Source: an optimization exercise on an open RTL-to-GDS flow (aim: small area). Production flows keep margins and buffers that such runs may drop. The RTL was checked by simulation tests, not by an equivalence proof against the original design. No activity file was given, so power comes from the tool's default toggle rates.

$ cat flow/flow/run.sh
#!/bin/bash
# Standard layout, except that ABC maps the combinational logic with an
# area-oriented script (flow/abc.script) in place of ORFS's abc_speed.script.
# Synthesis is otherwise the standard synthesis (synth_recipe.tcl).
set -euo pipefail
W=$PWD
rm -rf "$W/myscripts"
cp -r "$FLOW_HOME/scripts" "$W/myscripts"
cp "$W/flow/abc.script" "$W/myscripts/abc_speed.script"
SCRIPTS_DIR="$W/myscripts" bash standard.sh synth > "$W/synth_stage.log" 2>&1
BUFFER_PORTS_ARGS="-buffer_cell sky130_fd_sc_hd__buf_1" bash standard.sh > "$W/layout_stage.log" 2>&1
$ cat flow/flow/abc.script
strash
&get -n
&st
&dch -f
&nf -a -R 1000
&put
topo
dnsize -c
$ cat flow/standard.sh
#!/bin/bash
# synth_recipe.tcl (not shown) runs the flow's synth.tcl, then flattens the netlist and writes it again
# the make line also repeats each setting of config.mk as NAME=value (left out here)
make -C /OpenROAD-flow-scripts/flow DESIGN_CONFIG=/design/flow/config.mk WORK_HOME=/design/flow/orfs CLKGATE_MAP_FILE= SYNTH_SCRIPT=/design/flow/synth_recipe.tcl "${@:-finish}"
$ cat flow/config.mk
export PLATFORM = sky130hd
export DESIGN_NAME = rs_station
export DESIGN_NICKNAME = rs_station
export VERILOG_FILES = /design/flow/design.v
export SDC_FILE = /design/flow/constraint.sdc
export NUM_CORES = 4
export LEC_CHECK = 0
export CAP_MARGIN = 20
export CELL_PAD_IN_SITES_DETAIL_PLACEMENT = 1
export CELL_PAD_IN_SITES_GLOBAL_PLACEMENT = 2
export CORE_MARGIN = 2
export CORE_UTILIZATION = 35
export PLACE_DENSITY = 0.5
export SLEW_MARGIN = 20
$ cat flow/constraint.sdc
create_clock -name core_clock -period 5.5 [get_ports {clk}]
set_input_delay 1.1000 -clock core_clock [delete_from_list [all_inputs] [get_ports {clk}]]
set_output_delay 1.1000 -clock core_clock [all_outputs]
set_load 0.01 [all_outputs]
$ cat flow/design.v
module rs_station #(
    parameter int ENTRY_NUM = 16,
    parameter int DATA_W    = 32,
    parameter int OPNUM_W   = 6,
    parameter int ROB_ID_W  = 4
) (
    input  logic                clk,
    input  logic                rst_n,
    input  logic                clear,
    input  logic                dispatch_valid,
    input  logic [OPNUM_W-1:0]  dispatch_opnum,
    input  logic                dispatch_q1_pending,
    input  logic                dispatch_q2_pending,
    input  logic [ROB_ID_W-1:0] dispatch_q1,
    input  logic [ROB_ID_W-1:0] dispatch_q2,
    input  logic [DATA_W-1:0]   dispatch_v1,
    input  logic [DATA_W-1:0]   dispatch_v2,
    input  logic [DATA_W-1:0]   dispatch_imm,
    input  logic [DATA_W-1:0]   dispatch_pc,
    input  logic [ROB_ID_W-1:0] dispatch_rob_id,
    output logic                full,
    input  logic                alu_valid,
    input  logic [ROB_ID_W-1:0] alu_rob_id,
    input  logic [DATA_W-1:0]   alu_data,
    input  logic                lsb_valid,
    input  logic [ROB_ID_W-1:0] lsb_rob_id,
    input  logic [DATA_W-1:0]   lsb_data,
    output logic [OPNUM_W-1:0]  opnum_to_ex,
    output logic [DATA_W-1:0]   v1_to_ex,
    output logic [DATA_W-1:0]   v2_to_ex,
    output logic [DATA_W-1:0]   imm_to_ex,
    output logic [DATA_W-1:0]   pc_to_ex,
    output logic [ROB_ID_W-1:0] rob_id_to_ex
);
    logic [ENTRY_NUM-1:0] busy_q;
    logic [ENTRY_NUM-1:0] q1p_q;
    logic [ENTRY_NUM-1:0] q2p_q;
    logic [ENTRY_NUM-1:0][OPNUM_W-1:0]  op_q;
    logic [ENTRY_NUM-1:0][DATA_W-1:0]   v1_q;    
    logic [ENTRY_NUM-1:0][DATA_W-1:0]   v2_q;
    logic [ENTRY_NUM-1:0][DATA_W-1:0]   imm_q;
    logic [ENTRY_NUM-1:0][DATA_W-1:0]   pc_q;
    logic [ENTRY_NUM-1:0][ROB_ID_W-1:0] rob_q;
    logic [ENTRY_NUM-1:0] grant_q;
    logic [ENTRY_NUM-1:0] ready_s, free_s;
    logic [ENTRY_NUM-1:0] issue_oh, free_oh, we_s;
    logic [ENTRY_NUM-1:0] ready_below, free_below;
    logic                 fire_s;
    assign full    = &busy_q;
    assign ready_s = busy_q & ~q1p_q & ~q2p_q;
    assign free_s  = ~busy_q;
    always_comb begin
        ready_below[0] = 1'b0;
        free_below[0]  = 1'b0;
        for (int i = 1; i < ENTRY_NUM; i++) begin
            ready_below[i] = ready_below[i-1] | ready_s[i-1];
            free_below[i]  = free_below[i-1]  | free_s[i-1];
        end
    end
    assign issue_oh = ready_s & ~ready_below;
    assign free_oh  = free_s & ~free_below;
    assign fire_s   = dispatch_valid & ~clear & ~full;
    assign we_s     = free_oh & {ENTRY_NUM{fire_s}};
    logic d1a, d1l, d2a, d2l;
    logic [DATA_W-1:0] dv1, dv2;
    assign d1a = dispatch_q1_pending & alu_valid & (alu_rob_id == dispatch_q1);
    assign d1l = dispatch_q1_pending & lsb_valid & (lsb_rob_id == dispatch_q1);
    assign d2a = dispatch_q2_pending & alu_valid & (alu_rob_id == dispatch_q2);
    assign d2l = dispatch_q2_pending & lsb_valid & (lsb_rob_id == dispatch_q2);
    assign dv1 = d1a ? alu_data : d1l ? lsb_data :
                 {dispatch_v1[DATA_W-1:ROB_ID_W],
                  dispatch_q1_pending ? dispatch_q1 : dispatch_v1[ROB_ID_W-1:0]};
    assign dv2 = d2a ? alu_data : d2l ? lsb_data :
                 {dispatch_v2[DATA_W-1:ROB_ID_W],
                  dispatch_q2_pending ? dispatch_q2 : dispatch_v2[ROB_ID_W-1:0]};
    logic [ENTRY_NUM-1:0] w1a, w1l, w2a, w2l;
    always_comb begin
        for (int i = 0; i < ENTRY_NUM; i++) begin
            logic m1a, m1l, m2a, m2l;
            m1a = alu_valid & (alu_rob_id == v1_q[i][ROB_ID_W-1:0]);
            m1l = lsb_valid & (lsb_rob_id == v1_q[i][ROB_ID_W-1:0]);
            m2a = alu_valid & (alu_rob_id == v2_q[i][ROB_ID_W-1:0]);
            m2l = lsb_valid & (lsb_rob_id == v2_q[i][ROB_ID_W-1:0]);
            w1a[i] = ~we_s[i] & q1p_q[i] & m1a;
            w1l[i] = ~we_s[i] & q1p_q[i] & ~m1a & m1l;
            w2a[i] = ~we_s[i] & q2p_q[i] & m2a;
            w2l[i] = ~we_s[i] & q2p_q[i] & ~m2a & m2l;
        end
    end
    always_ff @(posedge clk or negedge rst_n) begin
        if (!rst_n) begin
            busy_q  <= {ENTRY_NUM{1'b0}};
            grant_q <= {ENTRY_NUM{1'b0}};
        end else begin
            busy_q  <= clear ? {ENTRY_NUM{1'b0}} : ((busy_q & ~issue_oh) | we_s);
            grant_q <= clear ? {ENTRY_NUM{1'b0}} : issue_oh;
        end
    end
    always_ff @(posedge clk) begin
        for (int i = 0; i < ENTRY_NUM; i++) begin
            if (we_s[i]) begin
                q1p_q[i] <= dispatch_q1_pending & ~d1a & ~d1l;
                q2p_q[i] <= dispatch_q2_pending & ~d2a & ~d2l;
                op_q[i]  <= dispatch_opnum;
                imm_q[i] <= dispatch_imm;
                pc_q[i]  <= dispatch_pc;
                rob_q[i] <= dispatch_rob_id;
            end else begin
                if (w1a[i] | w1l[i]) q1p_q[i] <= 1'b0;
                if (w2a[i] | w2l[i]) q2p_q[i] <= 1'b0;
            end
            v1_q[i] <= ({DATA_W{we_s[i]}} & dv1) | ({DATA_W{w1a[i]}} & alu_data) |
                       ({DATA_W{w1l[i]}} & lsb_data) |
                       ({DATA_W{~(we_s[i] | w1a[i] | w1l[i])}} & v1_q[i]);
            v2_q[i] <= ({DATA_W{we_s[i]}} & dv2) | ({DATA_W{w2a[i]}} & alu_data) |
                       ({DATA_W{w2l[i]}} & lsb_data) |
                       ({DATA_W{~(we_s[i] | w2a[i] | w2l[i])}} & v2_q[i]);
        end
    end
    always_comb begin
        opnum_to_ex  = {OPNUM_W{1'b0}};
        v1_to_ex     = {DATA_W{1'b0}};
        v2_to_ex     = {DATA_W{1'b0}};
        imm_to_ex    = {DATA_W{1'b0}};
        pc_to_ex     = {DATA_W{1'b0}};
        rob_id_to_ex = {ROB_ID_W{1'b0}};
        for (int i = 0; i < ENTRY_NUM; i++) begin
            opnum_to_ex  = opnum_to_ex  | ({OPNUM_W{grant_q[i]}}  & op_q[i]);
            v1_to_ex     = v1_to_ex     | ({DATA_W{grant_q[i]}}   & v1_q[i]);
            v2_to_ex     = v2_to_ex     | ({DATA_W{grant_q[i]}}   & v2_q[i]);
            imm_to_ex    = imm_to_ex    | ({DATA_W{grant_q[i]}}   & imm_q[i]);
            pc_to_ex     = pc_to_ex     | ({DATA_W{grant_q[i]}}   & pc_q[i]);
            rob_id_to_ex = rob_id_to_ex | ({ROB_ID_W{grant_q[i]}} & rob_q[i]);
        end
    end
endmodule
==> results of run 1 <==
## worst max-delay path, delay by kind of cell, from the launching register on
family	cells	cell delay (ns)
buffers and inverters	2	0.60
DFF	1	0.85
and+or+nand+nor	2	0.45
AOI/OAI and AO/OA	2	0.81
## cell type report
class / instances / area share [%]
Tap cell: 3366 / 3.89
Clock inverter: 77 / 0.577
Multi-Input combinational cell: 4288 / 29.7
Timing Repair Buffer: 770 / 4.68
Antenna cell: 13 / 0.0300
Inverter: 77 / 0.348
Sequential cell: 2272 / 53.4
Clock buffer: 399 / 7.34
## per-stage QoR
stage	worst slack, ns	power, mW	area [µm²]
floorplan	0.0128	27.0	89800
global placement	0.791	29.1	99700
detailed placement	0.731	29.5	99700
CTS	0.683	47.2	108000
global route	0.448	49.0	108000
finish	0.681	47.2	108000
## sequential cells by signal, indices dropped and copies added, names as in the netlist
register	count
busy_q	16
grant_q	16
imm_q	512
op_q	96
pc_q	512
q1p_q	16
q2p_q	16
rob_q	64
v1_q	512
v2_q	512
## cells in the final DEF, fill, tap and decap left out, types with 44 or more instances in the layout
master	instances
a21oi_1	81
a221o_1	47
a221oi_1	46
a222oi_1	1484
a22oi_1	236
and4_1	133
buf_1	288
buf_12	45
buf_4	361
clkbuf_1	80
clkbuf_16	290
clkbuf_2	76
clkinv_1	90
dfxtp_1	1024
edfxtp_1	1216
mux2i_1	67
nand2_1	377
nand3_1	176
nor2_1	141
nor3_4	44
o21ai_0	956
xnor2_1	96
xor2_1	176
## final timing paths
check / end / slack (ns) / cells past startpoint
max in group asynchronous: grant_q[9] / 4.32 / 1
min in group core_clock: v2_q[376] / 0.44 / 2
max reg2reg: q2p_q[11] / 0.83 / 14
min reg2reg: v2_q[376] / 0.44 / 2
max: v1_to_ex[12] / 0.68 / 6
min: grant_q[7] / 0.40 / 1
## routing by layer
| layer | global-route usage, % | routed length [µm] | part of all wire (%) |
|---|---|---|---|
| met5 | 0 | 391 | 0.081 |
| met4 | 17.5 | 26500 | 5.5 |
| met3 | 8.48 | 49500 | 10 |
| met2 | 54.9 | 213000 | 44 |
| met1 | 47.6 | 193000 | 40 |
## logic make-up after synthesis
logic type                Yosys count  share of synthesized area, %
muxes                              70                         0.783
DFF                              2272                          64.6
buffers and inverters              77                         0.323
and+or+nand+nor                  1062                          6.00
AOI/OAI and AO/OA                2884                          25.6
xor gates and xnor gates          272                          2.66
## power by group through the flow
stage | registers (mW) | clock network (mW) | logic, mW
CTS | 23.6 | 18.0 | 5.55
detailed placement | 23.9 | 0 | 5.54
global route | 24.0 | 18.6 | 6.31
global placement | 23.9 | 0 | 5.24
finish | 23.8 | 17.8 | 5.59
floorplan | 23.2 | 0 | 3.84
==> run summary, run 1 <==
* Status: no timing/DRC/antenna violations
* Ordered cell list for the critical path: buf_12 -> a222oi_1 -> nand4_1 -> a221oi_1 -> nand3_1 -> buf_1
* Syn_nets at 6863
* Num CTS Buffers at 282
* Worst-Skew Late Latency at 0.95 ns
* Clock sinks at 2272
* Ys Warns at 1
* Largest net degree at the start of global routing at 82
* NetSw at 12.7 mW
* CTS resizes at 0
* Asr flop ratio synth at 1.41%
* # setup viols final at 0
* Seq pwr share at 50.4%
* Critical Path Start Type: register
* Core ar. at 254000 µm²
* EDFF count, synth at 1216
* Routability cong. at 0.866
* Fin Hold WS at 0.395 ns
* Routed WL at 483 mm
* P_int at 34.5 mW
* Buffers on Ports at 364
* Initial antenna violation count at 52
* Switching share of power at 26.8%
* Root Driver: clkbuf_16
* Area leader, netlist: edfxtp_1
* RSZ-0062 raised after global routing: no
* Die ar. at 260000 µm²
* Total setup buffers inserted after CTS at 0
* Die width at 510 µm
* Start point of the critical path: grant_q[0]
* Area of the multi-input gates at 32200 µm²
* Non-Filler Instances at 11262
* Combinational share of power at 11.9%
* Rows at 185
* Crit Path Max Fanout at 39
* DP Wirelength at 269 mm
* Drt initial violations at 17953
* TritonRoute pass-1 iters at 13
* Post-synthesis sequential area ratio at 64.6%
* GRT Overall Usage at 35.8%
* Syn Area/Cell at 13.5 µm²
* Critical Path RT at 4.40 ns
* CTS tree: done
* Crit path time final at 4.82 ns
* Top cells by count, synth: a222oi_1, edfxtp_1, dfxtp_1
* Clk pwr share at 37.7%
* VDD IR max at 0.000335 V
* H-tree depth at 5
* Worst slew margin at 16.9%
* Total I/O pin count at 365
* Layout area overhead at 21.0%
* Final ANT Viol Nets at 0
* Max_cap viols at 0
* Synthesized area at 89500 µm²
* Layout Skew at 0.0841 ns
* Total gr overflow at 0
* Period utilization at 87.6%
* Final Hold Viols at 0
* Post-Syn Instances at 6637
* Primary FF master, synth: edfxtp_1
* Drt via density at 7.19
* Seq cells post-synth at 2272
* CP max stage cell: dfrtp_4
* # DRC at 0
* Max clock buf depth at 4
* Die Ht at 510 µm
* First-pass GRT wire length at 657 mm
* Crit. End Element: output port
* Fillers at 26013
* Final total negative setup slack at 0 ns
* Most numerous cell in the Yosys netlist: a222oi_1
* Post-Place Cells at 10773
* Crit Path Class: reg -> out
* Share of the synthesized area in the top cell type at 40.8%
* Reg area at 57900 µm²
* FMAX at 0.207 GHz
* Arrival time worst endpoint at 3.72 ns
* DR vias at 81012
* Post-synthesis cell type count at 34
* Synth area leaders: edfxtp_1, dfxtp_1, a222oi_1, o21ai_0, a22oi_1
* Initial core utilization at 35.2%
* Worst min-delay path class: in -> async
* PwrDens at 435 nW/µm²
* Slowest stage delay, CP at 0.85 ns
* Routed len/inst at 42.9 µm
* Reg clk slew, reported paths at 0.05 ns
* Leak at 37.3 nW
* Hold_buf cts at 0
* Final core occ at 42.6%
* Slew at the pin closest to its max-slew limit at 1.25 ns
* Vias in the first global route at 79443
* Max Slew Vio Count at 0
* Reg2Reg Launch Point: busy_q[0]
* Fraction of layout cells with a size suffix above 1 at 12.7%
* Nets at 7917
==> inputs of run 2 (changes only) <==
--- a/flow/config.mk
+++ b/flow/config.mk
@@ -10,5 +10,7 @@
 export CELL_PAD_IN_SITES_GLOBAL_PLACEMENT = 2
 export CORE_MARGIN = 2
 export CORE_UTILIZATION = 35
+export CTS_CLUSTER_DIAMETER = 60
+export CTS_CLUSTER_SIZE = 20
 export PLACE_DENSITY = 0.5
 export SLEW_MARGIN = 20
==> run summary, run 2 <==
* CTS tree: done
* Crit Path Max Fanout at 41
* Fillers at 26099
* VDD IR max at 0.000300 V
* Final Hold Viols at 0
* Hold_buf cts at 0
* Syn_nets at 6863
* Routability cong. at 0.866
* FMAX at 0.208 GHz
* RSZ-0062 raised after global routing: no
* Die ar. at 260000 µm²
* CP max stage cell: dfrtp_4
* Buffers on Ports at 364
* Non-Filler Instances at 11135
* # DRC at 0
* Arrival time worst endpoint at 3.72 ns
* Root Driver: clkbuf_16
* Num CTS Buffers at 192
* Period utilization at 87.6%
* Layout Skew at 0.0574 ns
* Nets at 7827
* Crit Path Class: reg -> out
* Final setup margin at 0.681 ns
* PwrDens at 420 nW/µm²
* Post-synthesis cell type count at 34
* Critical Path Start Type: register
* Seq cells post-synth at 2272
* CTS resizes at 0
* DR vias at 80536
* Final core occ at 42.0%
* Total setup buffers inserted after CTS at 0
* Crit path time final at 4.82 ns
* Commonest cells after routing, fill and taps aside: a222oi_1, edfxtp_1, dfxtp_1
* Post-Syn Instances at 6637
* Drt via density at 7.23
* Rows at 185
* Vias in the first global route at 78832
* Combinational share of power at 12.5%
* Die width at 510 µm
* Final ANT Viol Nets at 0
* Slowest stage delay, CP at 0.89 ns
* Fraction of layout cells with a size suffix above 1 at 12.5%
* Leak at 36.4 nW
* Power Total at 44.8 mW
* Clk pwr share at 34.5%
* Total gr overflow at 0
* Primary FF master, synth: edfxtp_1
* Die Ht at 510 µm
* Share of the synthesized area in the top cell type at 40.8%
* Ordered cell list for the critical path: buf_4 -> a222oi_1 -> nand4_1 -> a221oi_1 -> nand3_1 -> buf_1
* First-pass GRT wire length at 655 mm
* Routed len/inst at 43.3 µm
* EDFF count, synth at 1216
* Most numerous cell in the Yosys netlist: a222oi_1
* Clock sinks at 2272
* Initial core utilization at 35.2%
* Ys Warns at 1
* Critical Path RT at 4.40 ns
* Switching share of power at 28.3%
* Status: no timing/DRC/antenna violations
* Max Slew Vio Count at 0
* Total I/O pin count at 365
* NetSw at 12.7 mW
* Setup slack at placement at 0.731 ns
* Max clock buf depth at 3
* Synthesized area at 89500 µm²
* Core ar. at 254000 µm²
* Worst-Skew Late Latency at 0.92 ns
* Seq pwr share at 53.1%
* TritonRoute pass-1 iters at 14
* Worst min-delay path class: in -> async
* Synth area leaders: edfxtp_1, dfxtp_1, a222oi_1, o21ai_0, a22oi_1
* # setup viols final at 0
* Asr flop ratio synth at 1.41%
* Top cells by count, synth: a222oi_1, edfxtp_1, dfxtp_1
* Post-synthesis sequential area ratio at 64.6%
* Largest net degree at the start of global routing at 82
* Area leader, netlist: edfxtp_1
* Routed WL at 482 mm
* Most common cell after layout, fill and taps aside: a222oi_1
* Initial antenna violation count at 52
* Post-Place Cells at 10773
* DP Wirelength at 269 mm
* Reg clk slew, reported paths at 0.06 ns
* H-tree depth at 4
* P_int at 32.1 mW
* Worst slew margin at 16.0%
* Drt initial violations at 17535
* GRT Overall Usage at 35.8%
* Crit. End Element: output port
* Layout area overhead at 19.1%
* Max_cap viols at 0
* Syn Area/Cell at 13.5 µm²
* Slew at the pin closest to its max-slew limit at 1.26 ns
* Final total negative setup slack at 0 ns
run 2: cell counts after synthesis:
No cell type changed its count.
run 2: worst max-delay path, delay by kind of cell, from the launching register on:
kind	cells	cell delay [ns]
DFF	1	0.89
AOI/OAI and AO/OA	2	0.80
buffers and inverters	2	0.65
and+or+nand+nor	2	0.46
run 2: final cells by class:
class                           count  area (µm²)  share of cell area [%]
Inverter                           77         377                   0.353
Sequential cell                  2272       57900                    54.3
Antenna cell                        6        15.0                  0.0141
Clock buffer                      220        5040                    4.73
Tap cell                         3366        4210                    3.95
Clock inverter                    136        1880                    1.76
Timing Repair Buffer              770        5070                    4.76
Multi-Input combinational cell   4288       32200                    30.2
run 2: layer usage:
layer / vias to the layer above / track usage (%) / share of wire [%]
met5: - / 0 / 0.068
met4: 52 / 16.8 / 5.2
met3: 1118 / 8.40 / 10
met2: 5218 / 55.0 / 44
met1: 42212 / 47.5 / 40
li1: 31936 / - / -
run 2: kinds of logic after synthesis:
family	Yosys count	synth area share [%]
AO/OA/AOI/OAI	2884	25.6
flip-flops	2272	64.6
AND/OR/NAND/NOR	1062	6.00
XOR/XNOR	272	2.66
buffers and inverters	77	0.323
multiplexers	70	0.783
run 2: metrics by stage:
step,hold WS [ns],instance area [µm²]
5_1_grt,0.399,107000
3_3_place_gp,0.424,99700
6_report,0.359,107000
4_1_cts,0.391,107000
3_5_place_dp,0.432,99700
2_1_floorplan,0.415,89800
run 2: worst paths after layout:
check / startpoint / to / slack [ns] / cells after the start
setup / recovery: grant_q[1] / v1_to_ex[12] / 0.68 / 6
hold / removal: rst_n / busy_q[5] / 0.36 / 1
setup reg to reg: busy_q[0] / q2p_q[11] / 0.78 / 14
hold reg to reg: v2_q[376] / v2_q[376] / 0.44 / 2
max in group asynchronous: rst_n / grant_q[11] / 4.41 / 1
min in group core_clock: v2_q[376] / v2_q[376] / 0.44 / 2
run 2: power groups by stage:
stage                     clock, mW  combinational [mW]  sequential [mW]
after floorplan                   0                3.84             23.2
after global placement            0                5.24             23.9
after detailed placement          0                5.54             23.9
after CTS                      15.6                5.54             23.6
after global routing           16.2                6.31             24.0
final                          15.4                5.59             23.8
==> inputs of run 3 (changes only) <==
--- a/flow/config.mk
+++ b/flow/config.mk
@@ -10,7 +10,7 @@
 export CELL_PAD_IN_SITES_GLOBAL_PLACEMENT = 2
 export CORE_MARGIN = 2
 export CORE_UTILIZATION = 35
-export CTS_CLUSTER_DIAMETER = 60
-export CTS_CLUSTER_SIZE = 20
+export CTS_CLUSTER_DIAMETER = 70
+export CTS_CLUSTER_SIZE = 30
 export PLACE_DENSITY = 0.5
 export SLEW_MARGIN = 20
==> run summary, run 3 <==
* Status: no timing/DRC/antenna violations
* DR vias at 80506
* Design Area, Final at 106000 µm²
* H-tree depth at 4
* Reg2Reg Launch Point: busy_q[2]
* Total gr overflow at 0
* Share of the synthesized area in the top cell type at 40.8%
* Initial antenna violation count at 48
* Total setup buffers inserted after CTS at 0
* Syn Area/Cell at 13.5 µm²
* Start point of the critical path: grant_q[1]
* Total I/O pin count at 365
* Reg clk slew, reported paths at 0.07 ns
* Crit Path Max Fanout at 41
* Power Total at 43.2 mW
* Die ar. at 260000 µm²
* Worst-Skew Late Latency at 0.87 ns
* Area leader, netlist: edfxtp_1
* # DRC at 0
* Core ar. at 254000 µm²
* PwrDens at 409 nW/µm²
* Ordered cell list for the critical path: buf_4 -> a222oi_1 -> nand4_1 -> a221oi_1 -> nand3_1 -> buf_1
* WP buf/inv at 2
* Die width at 510 µm
* Post-Syn Instances at 6637
* Routed len/inst at 43.3 µm
* Post-synthesis sequential area ratio at 64.6%
* Syn_nets at 6863
* Clock sinks at 2272
* Synth area leaders: edfxtp_1, dfxtp_1, a222oi_1, o21ai_0, a22oi_1
* Max Slew Vio Count at 0
* Leak at 36.0 nW
* Worst slew margin at 12.0%
* Commonest cells after routing, fill and taps aside: a222oi_1, edfxtp_1, dfxtp_1
* Post-synthesis cell type count at 34
* Ys Warns at 1
* Final total negative setup slack at 0 ns
* Final Hold Viols at 0
* Most common cell after layout, fill and taps aside: a222oi_1
* CTS resizes at 0
* Slowest stage delay, CP at 0.90 ns
* R2r setup slk at 0.83 ns
* First-pass GRT wire length at 653 mm
* Fin Hold WS at 0.422 ns
* Max clock buf depth at 3
* TritonRoute pass-1 iters at 13
* EDFF count, synth at 1216
* Nets at 7800
* Die Ht at 510 µm
* Routability cong. at 0.866
* DP Wirelength at 269 mm
* Drt via density at 7.26
* Critical Path Start Type: register
* Final setup margin at 0.732 ns
* Worst min-delay path class: in -> async
* Top cells by count, synth: a222oi_1, edfxtp_1, dfxtp_1
* Seq cells post-synth at 2272
* Layout Skew at 0.0728 ns
* DP Area at 99700 µm²
* Hold_buf cts at 0
* Initial core utilization at 35.2%
* Root Driver: clkbuf_16
* Max_cap viols at 0
* Rows at 185
* Setup slack at placement at 0.731 ns
* CTS tree: done
* Layout area overhead at 18.2%
* VDD IR max at 0.000331 V
* Num CTS Buffers at 165
* Fillers at 26145
* Primary FF master, synth: edfxtp_1
* CP max stage cell: dfrtp_4
* GRT Overall Usage at 35.6%
* Crit path time final at 4.77 ns
* Final ANT Viol Nets at 0
* Slew at the pin closest to its max-slew limit at 1.32 ns
* Delay-heaviest family, CP: flip-flops
* Critical Path RT at 4.40 ns
* FMAX at 0.210 GHz
* Buffers on Ports at 364
* Largest net degree at the start of global routing at 82
* Crit. End Element: output port
* Routed WL at 480 mm
* RSZ-0062 raised after global routing: no
* Crit Path Class: reg -> out
* Fraction of layout cells with a size suffix above 1 at 12.1%
* Period utilization at 86.7%
* # setup viols final at 0
* Most numerous cell in the Yosys netlist: a222oi_1
* Synthesized area at 89500 µm²
* Arrival time worst endpoint at 3.67 ns
* Asr flop ratio synth at 1.41%
* Vias in the first global route at 78179
* Drt initial violations at 17953
[run 3: cell counts after synthesis]
No cell type changed its count.
[run 3: layer usage]
layer  up-vias  track usage (%)  part of all wire [%]
li1      31900                -                     -
met4        48             16.8                   5.4
met5         -                0                 0.065
met1     42102             48.1                    40
met3      1061             7.33                    10
met2      5395             54.6                    44
[run 3: area by class of cell]
class / instances / area [µm²] / area share (%)
multi-input cells: 4288 / 32200 / 30.4
clock inverters: 119 / 1470 / 1.39
flip-flops and latches: 2272 / 57900 / 54.7
clock buffers: 190 / 4570 / 4.32
diodes: 13 / 32.5 / 0.0307
well taps: 3366 / 4210 / 3.98
inverters: 77 / 377 / 0.356
repair buffers: 770 / 5070 / 4.79
[run 3: per-stage QoR]
stage / instances / utilization [%]
detailed placement: 10773 / 39.2
finish: 11095 / 41.6
CTS: 11082 / 41.6
floorplan: 6637 / -
global route: 11085 / 41.6
global placement: 10773 / 39.2
[run 3: path summary, 6_finish.rpt]
path,depth (start not counted),end
worst max-delay path,6,v1_to_ex[12]
worst min-delay path,1,busy_q[5]
worst max register to register,14,q2p_q[11]
worst min register to register,2,v2_q[376]
max in group asynchronous,1,grant_q[8]
min in group core_clock,2,v2_q[376]
[run 3: where the power goes]
group          total (mW)  switching (mW)  internal [mW]
combinational        5.59            2.88           2.71
sequential           23.8            2.45           21.3
clock                13.9            7.25           6.63
total                43.2            12.6           30.6
[run 3: kinds of logic after synthesis]
kind of cell | count (synthesis) | share of synthesized area (%)
muxes | 70 | 0.783
xor gates and xnor gates | 272 | 2.66
and+or+nand+nor | 1062 | 6.00
DFF | 2272 | 64.6
buffers and inverters | 77 | 0.323
AOI/OAI and AO/OA | 2884 | 25.6

-- re-timing with driven ports --
No port has a modelled driver above. Below, the same layouts with a new extraction and two added sets of constraints. Step 1: set_driving_cell puts a clkbuf_16 on clk and a buf_2 on each other input, an assumption about the parent block. Step 2 also shifts input and output timing later by t, the mid clock arrival at the registers, as if the neighbouring blocks saw the same clock. Slacks: no drivers / after step 1 / after step 2; pairs: no drivers / after step 1.
run	t, ns	setup WS [ns]	latest minus earliest clock arrival (ns)	worst slew at a driven data input, ns
run 1	1.010	0.681 / 0.581 / 0.663	0.091 / 0.091	0.19
run 2	0.982	0.681 / 0.586 / 0.619	0.058 / 0.057	0.19
run 3	0.932	0.732 / 0.636 / 0.649	0.073 / 0.073	0.19
After both steps every run listed still meets setup and hold. The setup slack of run 3, which loses most, moves by -0.096 ns with the drivers and by -0.083 ns with both steps.
